Source: an optimization exercise on an open RTL-to-GDS flow (aim: small area, a short achievable clock period and few clock cycles). Production flows keep margins and buffers that such runs may drop. The RTL was checked by simulation tests, not by an equivalence proof against the original design. No activity file was given, so power comes from the tool's default toggle rates.

==> run A: inputs <==
==> flow/design.v <==
package sdu_pkg;
    localparam int CAPACITY = 64;
    localparam int DATA_W   = 32;
endpackage
module sdu_cell (
    input  logic        i_clk,
    input  logic        i_rst_n,
    input  logic        i_ins,      
    input  logic        i_pop,      
    input  logic        i_adv,      
    input  logic        i_ylast,    
    input  logic        i_vld,      
    input  logic        i_open,     
    input  logic [31:0] i_y,        
    input  logic [32:0] i_new,      
    input  logic        i_cmp_new,  
    input  logic [32:0] i_l_slot,
    input  logic        i_l_cmp,
    input  logic        i_l_lt,     
    input  logic [32:0] i_r_slot,
    input  logic        i_r_cmp,
    input  logic        i_r_lt,     
    output logic [32:0] o_slot,
    output logic        o_cmp,
    output logic        o_lt,
    output logic        o_eq        
);
    logic        r_tag;
    logic [31:0] r_val;
    logic        r_lt;
    logic [32:0] slot;
    logic        c_lt;
    assign slot   = {r_tag, r_val};
    assign o_slot = slot;
    assign o_lt   = r_lt;
    assign c_lt  = !i_vld | (!i_ylast & i_open & ($signed(r_val) > $signed(i_y)));
    assign o_eq  = i_open & (i_y == r_val);
    assign o_cmp = c_lt;
    logic s_keep, s_left, s_right, s_new;
    always_comb begin
        s_keep  = 1'b0;
        s_left  = 1'b0;
        s_right = 1'b0;
        s_new   = 1'b0;
        if (i_ins) begin
            if (i_pop) begin
                s_keep  = r_lt;
                s_new   = !r_lt & i_r_lt;
                s_right = !r_lt & !i_r_lt;
            end else begin
                s_left  = i_l_lt;
                s_new   = !i_l_lt & r_lt;
                s_keep  = !i_l_lt & !r_lt;
            end
        end else begin
            s_right = i_pop;
            s_keep  = !i_pop;
        end
    end
    logic [32:0] n_slot;
    logic        n_cmp;
    assign n_slot = ({33{s_keep}}  & slot)
                  | ({33{s_left}}  & i_l_slot)
                  | ({33{s_right}} & i_r_slot)
                  | ({33{s_new}}   & i_new);
    assign n_cmp  = (s_keep & o_cmp) | (s_left & i_l_cmp)
                  | (s_right & i_r_cmp) | (s_new & i_cmp_new);
    always_ff @(posedge i_clk) begin
        r_tag <= n_slot[32];
        r_val <= n_slot[31:0];
        if (i_adv) begin
            r_lt <= n_cmp;
        end
    end
endmodule
module sorted_distinct_union (
    input  logic        i_clk,
    input  logic        i_rst_n,
    input  logic        s_axis_tvalid,
    output logic        s_axis_tready,
    input  logic [31:0] s_axis_tdata,    
    input  logic        s_axis_tlast,    
    output logic        m_axis_tvalid,
    input  logic        m_axis_tready,
    output logic [31:0] m_axis_tdata,    
    output logic        m_axis_tlast,    
    output logic [0:0]  m_axis_tuser     
);
    localparam int CAP = sdu_pkg::CAPACITY;
    logic        r_y_vld;
    logic        r_y_last;
    logic [31:0] r_y_val;
    logic        r_x_vld;
    logic        r_x_last;
    logic [31:0] r_x_val;
    logic [6:0]  r_cnt;
    logic        r_full;
    logic [7:0]  r_eqg;
    logic        r_eqn;
    logic        r_clr;
    logic        r_tag;
    logic        r_a_vld;
    logic [33:0] r_a;
    logic        r_b_vld;
    logic [33:0] r_b;
    logic [CAP+1:0][32:0] slot;    
    logic [CAP+1:0]       cmp;
    logic [CAP+1:0]       lt;
    logic [CAP-1:0]       eq;
    logic [CAP:0]         vld;     
    logic [CAP-1:0]       opn;     
    logic [6:0]           r_nvld;     
    logic [6:0]           r_ncl;      
    logic [6:0]           nvld_next;
    logic hold, adv, any_eq, ins, drop, pop, close;
    logic r_pop, r_hold, r_tready;
    logic y_vld_n, x_vld_n, full_n, b_vld_n, pop_n, hold_n;
    logic [6:0] ncl_n;
    logic [7:0] eqg;
    logic [32:0] new_slot;
    logic [6:0]  r_ovf_left;    
    logic        cmp_new;
    logic        eq_new;
    logic [33:0] d_out;
    logic        a_load;
    assign slot[0]     = '0;
    assign cmp[0]      = 1'b0;
    assign lt[0]       = 1'b0;
    assign slot[CAP+1] = '0;
    assign cmp[CAP+1]  = 1'b1;
    assign lt[CAP+1]   = 1'b1;
    always_comb begin
        for (int k = 0; k <= CAP; k++) begin
            vld[k] = 7'(k) < r_nvld;
        end
        for (int k = 0; k < CAP; k++) begin
            opn[k] = vld[k] & (7'(k) >= r_ncl);
        end
    end
    assign pop   = r_pop;      
    assign hold  = r_hold;     
    assign adv   = !hold;
    assign ins   = r_x_vld & !hold & !r_full & !any_eq;
    assign drop  = r_x_vld & r_full & !any_eq;
    assign close = r_x_vld & !hold & r_x_last;
    assign new_slot = {r_tag, r_x_val};
    assign cmp_new  = !r_x_last & ($signed(r_x_val) > $signed(r_y_val));
    assign eq_new   = r_y_val == r_x_val;
    assign any_eq   = !r_clr & ((|r_eqg) | r_eqn);
    always_comb begin
        for (int g = 0; g < 8; g++) begin
            eqg[g] = |eq[8*g +: 8];
        end
    end
    genvar gi;
    generate
        for (gi = 0; gi < CAP; gi++) begin : g_cell
            sdu_cell u_cell (
                .i_clk     (i_clk),
                .i_rst_n   (i_rst_n),
                .i_ins     (ins),
                .i_pop     (pop),
                .i_adv     (adv),
                .i_ylast   (r_x_vld & r_x_last),
                .i_vld     (vld[gi]),
                .i_open    (opn[gi]),
                .i_y       (r_y_val),
                .i_new     (new_slot),
                .i_cmp_new (cmp_new),
                .i_l_slot  (slot[gi]),
                .i_l_cmp   (cmp[gi]),
                .i_l_lt    (lt[gi]),
                .i_r_slot  (slot[gi+2]),
                .i_r_cmp   (cmp[gi+2]),
                .i_r_lt    (lt[gi+2]),
                .o_slot    (slot[gi+1]),
                .o_cmp     (cmp[gi+1]),
                .o_lt      (lt[gi+1]),
                .o_eq      (eq[gi])
            );
        end
    endgenerate
    assign s_axis_tready = r_tready;    
    assign nvld_next     = r_nvld + 7'(ins) - 7'(pop);
    always_ff @(posedge i_clk) begin
        if (!i_rst_n) begin
            r_y_vld <= 1'b0;
            r_x_vld <= 1'b0;
            r_cnt   <= '0;
            r_full  <= 1'b0;
            r_tag   <= 1'b0;
            r_nvld  <= '0;
            r_ncl   <= '0;
            r_pop   <= 1'b0;
            r_ovf_left <= '0;
            r_hold  <= 1'b0;
            r_tready <= 1'b1;
        end else begin
            r_nvld <= nvld_next;
            r_ncl  <= ncl_n;
            if (s_axis_tready) begin
                r_y_vld <= s_axis_tvalid;
            end
            if (adv) begin
                r_x_vld  <= r_y_vld;
            end
            r_pop    <= pop_n;
            if (drop) begin
                r_ovf_left <= 7'(CAP);
            end else if (pop && r_ovf_left != 7'd0) begin
                r_ovf_left <= r_ovf_left - 7'd1;
            end
            r_hold   <= hold_n;
            r_tready <= !(y_vld_n & hold_n);
            if (close) begin
                r_cnt  <= '0;
                r_full <= 1'b0;
                r_tag  <= !r_tag;
            end else if (ins) begin
                r_cnt  <= r_cnt + 7'd1;
                r_full <= (r_cnt == 7'(CAP - 1));
            end
        end
    end
    always_ff @(posedge i_clk) begin
        if (s_axis_tready) begin
            r_y_val  <= s_axis_tdata;
            r_y_last <= s_axis_tlast;
        end
        if (adv) begin
            r_eqg    <= eqg;
            r_eqn    <= eq_new & ins;
            r_clr    <= r_x_vld & r_x_last;
            r_x_val  <= r_y_val;
            r_x_last <= r_y_last;
        end
    end
    assign ncl_n   = close ? nvld_next : (pop ? r_ncl - 7'd1 : r_ncl);
    assign y_vld_n = s_axis_tready ? s_axis_tvalid : r_y_vld;
    assign x_vld_n = adv ? r_y_vld : r_x_vld;
    assign full_n  = !close & (r_full | (ins & (r_cnt == 7'(CAP - 1))));
    assign b_vld_n = a_load ? 1'b0 : (pop | r_b_vld);
    assign pop_n   = (close | (pop ? (r_ncl != 7'd1) : (r_ncl != 7'd0))) & !b_vld_n;
    assign hold_n  = x_vld_n & !full_n & !pop_n
                   & ((vld[CAP-1] & (ins == pop)) | ((r_nvld == 7'(CAP - 1)) & ins & !pop));
    assign d_out  = {slot[1][31:0], !vld[1] | (slot[2][32] != slot[1][32]), r_ovf_left != 7'd0};
    assign a_load = !r_a_vld | m_axis_tready;
    always_ff @(posedge i_clk) begin
        if (!i_rst_n) begin
            r_a_vld <= 1'b0;
            r_b_vld <= 1'b0;
        end else begin
            if (a_load) begin
                r_a_vld <= r_b_vld | pop;
                r_b_vld <= 1'b0;
            end else if (pop) begin
                r_b_vld <= 1'b1;
            end
        end
    end
    always_ff @(posedge i_clk) begin
        if (a_load) begin
            r_a <= r_b_vld ? r_b : d_out;
        end else if (pop) begin
            r_b <= d_out;
        end
    end
    assign m_axis_tvalid = r_a_vld;
    assign m_axis_tdata  = r_a[33:2];
    assign m_axis_tlast  = r_a[1];
    assign m_axis_tuser  = r_a[0];
endmodule
==> flow/run.sh <==
#!/bin/bash
# synth_recipe.tcl (not shown) runs the flow's synth.tcl, then flattens the netlist and writes it again
# the make line also repeats each setting of config.mk as NAME=value (left out here)
make -C /OpenROAD-flow-scripts/flow DESIGN_CONFIG=/design/flow/config.mk WORK_HOME=/design/flow/orfs CLKGATE_MAP_FILE= SYNTH_SCRIPT=/design/flow/synth_recipe.tcl finish
==> flow/config.mk <==
export PLATFORM = sky130hd
export DESIGN_NAME = sorted_distinct_union
export DESIGN_NICKNAME = sorted_distinct_union
export VERILOG_FILES = /design/flow/design.v
export SDC_FILE = /design/flow/constraint.sdc
export NUM_CORES = 4
export LEC_CHECK = 0
export ABC_CLOCK_PERIOD_IN_PS = 3500
export CAP_MARGIN = 20
export CORE_MARGIN = 2
export CORE_UTILIZATION = 30
export PLACE_DENSITY = 0.42
export SETUP_SLACK_MARGIN = 4.5
export SLEW_MARGIN = 20
==> flow/constraint.sdc <==
create_clock -name core_clock -period 8.0 [get_ports {i_clk}]
set_input_delay 1.6000 -clock core_clock [delete_from_list [all_inputs] [get_ports {i_clk}]]
set_output_delay 1.6000 -clock core_clock [all_outputs]
set_load 0.01 [all_outputs]
==> inputs of run E, as changes to run A <==
==> flow/design.v, changed modules only <==
module sdu_cell (
    input  logic        i_clk,
    input  logic        i_rst_n,
    input  logic        i_ins,      
    input  logic        i_drop,     
    input  logic        i_pop,      
    input  logic        i_adv,      
    input  logic        i_ylast,    
    input  logic        i_vld,      
    input  logic        i_open,     
    input  logic [31:0] i_y,        
    input  logic [33:0] i_new,      
    input  logic        i_cmp_new,  
    input  logic [33:0] i_l_slot,
    input  logic        i_l_cmp,
    input  logic        i_l_lt,     
    input  logic [33:0] i_r_slot,
    input  logic        i_r_cmp,
    input  logic        i_r_lt,     
    output logic [33:0] o_slot,
    output logic        o_cmp,
    output logic        o_lt,
    output logic        o_eq        
);
    logic        r_tag;
    logic        r_ovf;
    logic [31:0] r_val;
    logic        r_lt;
    logic [33:0] slot;
    logic        c_lt;
    assign slot   = {r_tag, r_ovf, r_val};
    assign o_slot = slot;
    assign o_lt   = r_lt;
    assign c_lt  = !i_vld | (!i_ylast & i_open & ($signed(r_val) > $signed(i_y)));
    assign o_eq  = i_open & (i_y == r_val);
    assign o_cmp = c_lt;
    logic [1:0]  sel;
    always_comb begin
        if (i_ins) begin
            if (i_pop)
                sel = r_lt ? 2'd0 : (i_r_lt ? 2'd3 : 2'd2);
            else
                sel = i_l_lt ? 2'd1 : (r_lt ? 2'd3 : 2'd0);
        end else begin
            sel = i_pop ? 2'd2 : 2'd0;
        end
    end
    logic [33:0] n_slot;
    logic        n_cmp;
    always_comb begin
        case (sel)
            2'd0:    begin n_slot = slot;     n_cmp = o_cmp;     end
            2'd1:    begin n_slot = i_l_slot; n_cmp = i_l_cmp;   end
            2'd2:    begin n_slot = i_r_slot; n_cmp = i_r_cmp;   end
            default: begin n_slot = i_new;    n_cmp = i_cmp_new; end
        endcase
    end
    always_ff @(posedge i_clk) begin
        r_tag <= n_slot[33];
        r_ovf <= n_slot[32] | i_drop;
        r_val <= n_slot[31:0];
        if (i_adv) begin
            r_lt <= n_cmp;
        end
    end
endmodule
module sorted_distinct_union (
    input  logic        i_clk,
    input  logic        i_rst_n,
    input  logic        s_axis_tvalid,
    output logic        s_axis_tready,
    input  logic [31:0] s_axis_tdata,    
    input  logic        s_axis_tlast,    
    output logic        m_axis_tvalid,
    input  logic        m_axis_tready,
    output logic [31:0] m_axis_tdata,    
    output logic        m_axis_tlast,    
    output logic [0:0]  m_axis_tuser     
);
    localparam int CAP = sdu_pkg::CAPACITY;
    logic        r_y_vld;
    logic        r_y_last;
    logic [31:0] r_y_val;
    logic [31:0] r_y_inv;      
    logic        r_x_vld;
    logic        r_x_last;
    logic [31:0] r_x_val;
    logic [6:0]  r_cnt;
    logic        r_full;
    logic [7:0]  r_eqg;
    logic        r_eqn;
    logic        r_clr;
    logic        r_tag;
    logic        r_a_vld;
    logic [33:0] r_a;
    logic        r_b_vld;
    logic [33:0] r_b;
    logic [CAP+1:0][33:0] slot;    
    logic [CAP+1:0]       cmp;
    logic [CAP+1:0]       lt;
    logic [CAP-1:0]       eq;
    logic [CAP:0]         vld;     
    logic [CAP-1:0]       opn;     
    logic [6:0]           r_nvld;     
    logic [6:0]           r_ncl;      
    logic [6:0]           nvld_next;
    logic hold, adv, any_eq, ins, drop, pop, close;
    logic r_pop, r_hold, r_tready;
    logic y_vld_n, x_vld_n, full_n, b_vld_n, pop_n, hold_n;
    logic [6:0] ncl_n;
    logic [7:0] eqg;
    logic [33:0] new_slot;
    logic        cmp_new;
    logic        eq_new;
    logic [33:0] d_out;
    logic        a_load;
    assign slot[0]     = '0;
    assign cmp[0]      = 1'b0;
    assign lt[0]       = 1'b0;
    assign slot[CAP+1] = '0;
    assign cmp[CAP+1]  = 1'b1;
    assign lt[CAP+1]   = 1'b1;
    always_comb begin
        for (int k = 0; k <= CAP; k++) begin
            vld[k] = 7'(k) < r_nvld;
        end
        for (int k = 0; k < CAP; k++) begin
            opn[k] = vld[k] & (7'(k) >= r_ncl);
        end
    end
    assign pop   = r_pop;      
    assign hold  = r_hold;     
    assign adv   = !hold;
    assign ins   = r_x_vld & !hold & !r_full & !any_eq;
    assign drop  = r_x_vld & r_full & !any_eq;
    assign close = r_x_vld & !hold & r_x_last;
    assign new_slot = {r_tag, 1'b0, r_x_val};
    assign cmp_new  = !r_x_last & ($signed(r_x_val) > $signed(r_y_val));
    assign eq_new   = r_y_val == r_x_val;
    assign any_eq   = !r_clr & ((|r_eqg) | r_eqn);
    always_comb begin
        for (int g = 0; g < 8; g++) begin
            eqg[g] = |eq[8*g +: 8];
        end
    end
    genvar gi;
    generate
        for (gi = 0; gi < CAP; gi++) begin : g_cell
            sdu_cell u_cell (
                .i_clk     (i_clk),
                .i_rst_n   (i_rst_n),
                .i_ins     (ins),
                .i_drop    (drop),
                .i_pop     (pop),
                .i_adv     (adv),
                .i_ylast   (r_x_vld & r_x_last),
                .i_vld     (vld[gi]),
                .i_open    (opn[gi]),
                .i_y       (gi < CAP / 2 ? r_y_val : ~r_y_inv),
                .i_new     (new_slot),
                .i_cmp_new (cmp_new),
                .i_l_slot  (slot[gi]),
                .i_l_cmp   (cmp[gi]),
                .i_l_lt    (lt[gi]),
                .i_r_slot  (slot[gi+2]),
                .i_r_cmp   (cmp[gi+2]),
                .i_r_lt    (lt[gi+2]),
                .o_slot    (slot[gi+1]),
                .o_cmp     (cmp[gi+1]),
                .o_lt      (lt[gi+1]),
                .o_eq      (eq[gi])
            );
        end
    endgenerate
    assign s_axis_tready = r_tready;    
    assign nvld_next     = r_nvld + 7'(ins) - 7'(pop);
    always_ff @(posedge i_clk) begin
        if (!i_rst_n) begin
            r_y_vld <= 1'b0;
            r_x_vld <= 1'b0;
            r_cnt   <= '0;
            r_full  <= 1'b0;
            r_tag   <= 1'b0;
            r_nvld  <= '0;
            r_ncl   <= '0;
            r_pop   <= 1'b0;
            r_hold  <= 1'b0;
            r_tready <= 1'b1;
        end else begin
            r_nvld <= nvld_next;
            r_ncl  <= ncl_n;
            if (s_axis_tready) begin
                r_y_vld <= s_axis_tvalid;
            end
            if (adv) begin
                r_x_vld  <= r_y_vld;
            end
            r_pop    <= pop_n;
            r_hold   <= hold_n;
            r_tready <= !(y_vld_n & hold_n);
            if (close) begin
                r_cnt  <= '0;
                r_full <= 1'b0;
                r_tag  <= !r_tag;
            end else if (ins) begin
                r_cnt  <= r_cnt + 7'd1;
                r_full <= (r_cnt == 7'(CAP - 1));
            end
        end
    end
    always_ff @(posedge i_clk) begin
        if (s_axis_tready) begin
            r_y_val  <= s_axis_tdata;
            r_y_inv  <= ~s_axis_tdata;
            r_y_last <= s_axis_tlast;
        end
        if (adv) begin
            r_eqg    <= eqg;
            r_eqn    <= eq_new & ins;
            r_clr    <= r_x_vld & r_x_last;
            r_x_val  <= r_y_val;
            r_x_last <= r_y_last;
        end
    end
    assign ncl_n   = close ? nvld_next : (pop ? r_ncl - 7'd1 : r_ncl);
    assign y_vld_n = s_axis_tready ? s_axis_tvalid : r_y_vld;
    assign x_vld_n = adv ? r_y_vld : r_x_vld;
    assign full_n  = !close & (r_full | (ins & (r_cnt == 7'(CAP - 1))));
    assign b_vld_n = a_load ? 1'b0 : (pop | r_b_vld);
    assign pop_n   = (close | (pop ? (r_ncl != 7'd1) : (r_ncl != 7'd0))) & !b_vld_n;
    assign hold_n  = x_vld_n & !full_n & !pop_n
                   & ((vld[CAP-1] & (ins == pop)) | ((r_nvld == 7'(CAP - 1)) & ins & !pop));
    assign d_out  = {slot[1][31:0], !vld[1] | (slot[2][33] != slot[1][33]), slot[1][32]};
    assign a_load = !r_a_vld | m_axis_tready;
    always_ff @(posedge i_clk) begin
        if (!i_rst_n) begin
            r_a_vld <= 1'b0;
            r_b_vld <= 1'b0;
        end else begin
            if (a_load) begin
                r_a_vld <= r_b_vld | pop;
                r_b_vld <= 1'b0;
            end else if (pop) begin
                r_b_vld <= 1'b1;
            end
        end
    end
    always_ff @(posedge i_clk) begin
        if (a_load) begin
            r_a <= r_b_vld ? r_b : d_out;
        end else if (pop) begin
            r_b <= d_out;
        end
    end
    assign m_axis_tvalid = r_a_vld;
    assign m_axis_tdata  = r_a[33:2];
    assign m_axis_tlast  = r_a[1];
    assign m_axis_tuser  = r_a[0];
endmodule
==> impl_results.md <==
- DIE AREA: 493400 um2
- Max VDD drop: 0.0002524 V
- Via density: approximately 6.4
- Invs w/o clock: between 300 and 400
- Status: timing/DRC/antenna clean
- Crit-path slowest cell: edfxtp_1
- Clk_buf instances: 458
- Multi-input logic portion of the cell area: 55.37%
- Largest net degree at the start of global routing: 132
- R2r startpoint: r_y_val[16]
- Combinational fraction of design power: 42.8%
- Non-Filler Instances: 23540
- Seq cells: 2357
- # resized after CTS: 424
- Post-synth EDFFs: 208
- Worst-case register-to-register setup slack: 4.40 ns
- Area contributors post-synth: dfxtp_1 (29%), ha_1 (18%), a222oi_1 (14%)
- Vias in the first global route: 138100
- Area of the core: 485900 um2
- Synthesis-to-layout area growth: 18.18%
- Area share of and/or/nand/nor cells after synthesis: 19.82%
the above is filed under run A

==> impl_results.md <==
- Status: timing/DRC/antenna clean
- Largest net degree at the start of global routing: 106
- Worst-case register-to-register setup slack: 4.38 ns
- # resized after CTS: between 600 and 700
- Area share of and/or/nand/nor cells after synthesis: 9.490%
- Clk_buf instances: 392
- Seq cells: about 2400
- Max VDD drop: 0.0002099 V
- Area of the core: 557400 um2
- R2r startpoint: r_ncl[2]
the above is filed under run E

Testbench counts of run A, summed over its fixed seeds: cycles 8,025.
Testbench counts of run E, summed over its fixed seeds: cycles 8,025.

## what the ideal ports hide
No port has a modelled driver above. Below, the same layouts with a new extraction and two added sets of constraints.
Step 1 sets driving cells, clkbuf_16 on the clock port and buf_2 on the other inputs (assumed; they add their load-dependent delay and slew).
Step 2 moves the port delays by t, midway between the first and last clock arrival at a register: inputs arrive t later, outputs are due t later. That takes back most of the time a late clock gives input paths.
a / b / c = ideal ports / drivers / drivers and shift; a / b = the first two.
run | t (ns) | setup slack, ns | worst hold slack (ns) | clock arrival spread, ns
run A | 1.126 | 4.401 / 4.401 / 3.573 | 0.473 / 0.473 / 0.473 | 0.096 / 0.096
run E | 1.137 | 4.379 / 4.379 / 4.028 | 0.419 / 0.419 / 0.419 | 0.053 / 0.053
After both steps every run listed still meets setup and hold. For run A, which loses most, drivers alone change the setup slack by 0.000 ns; drivers and shift together by -0.828 ns.
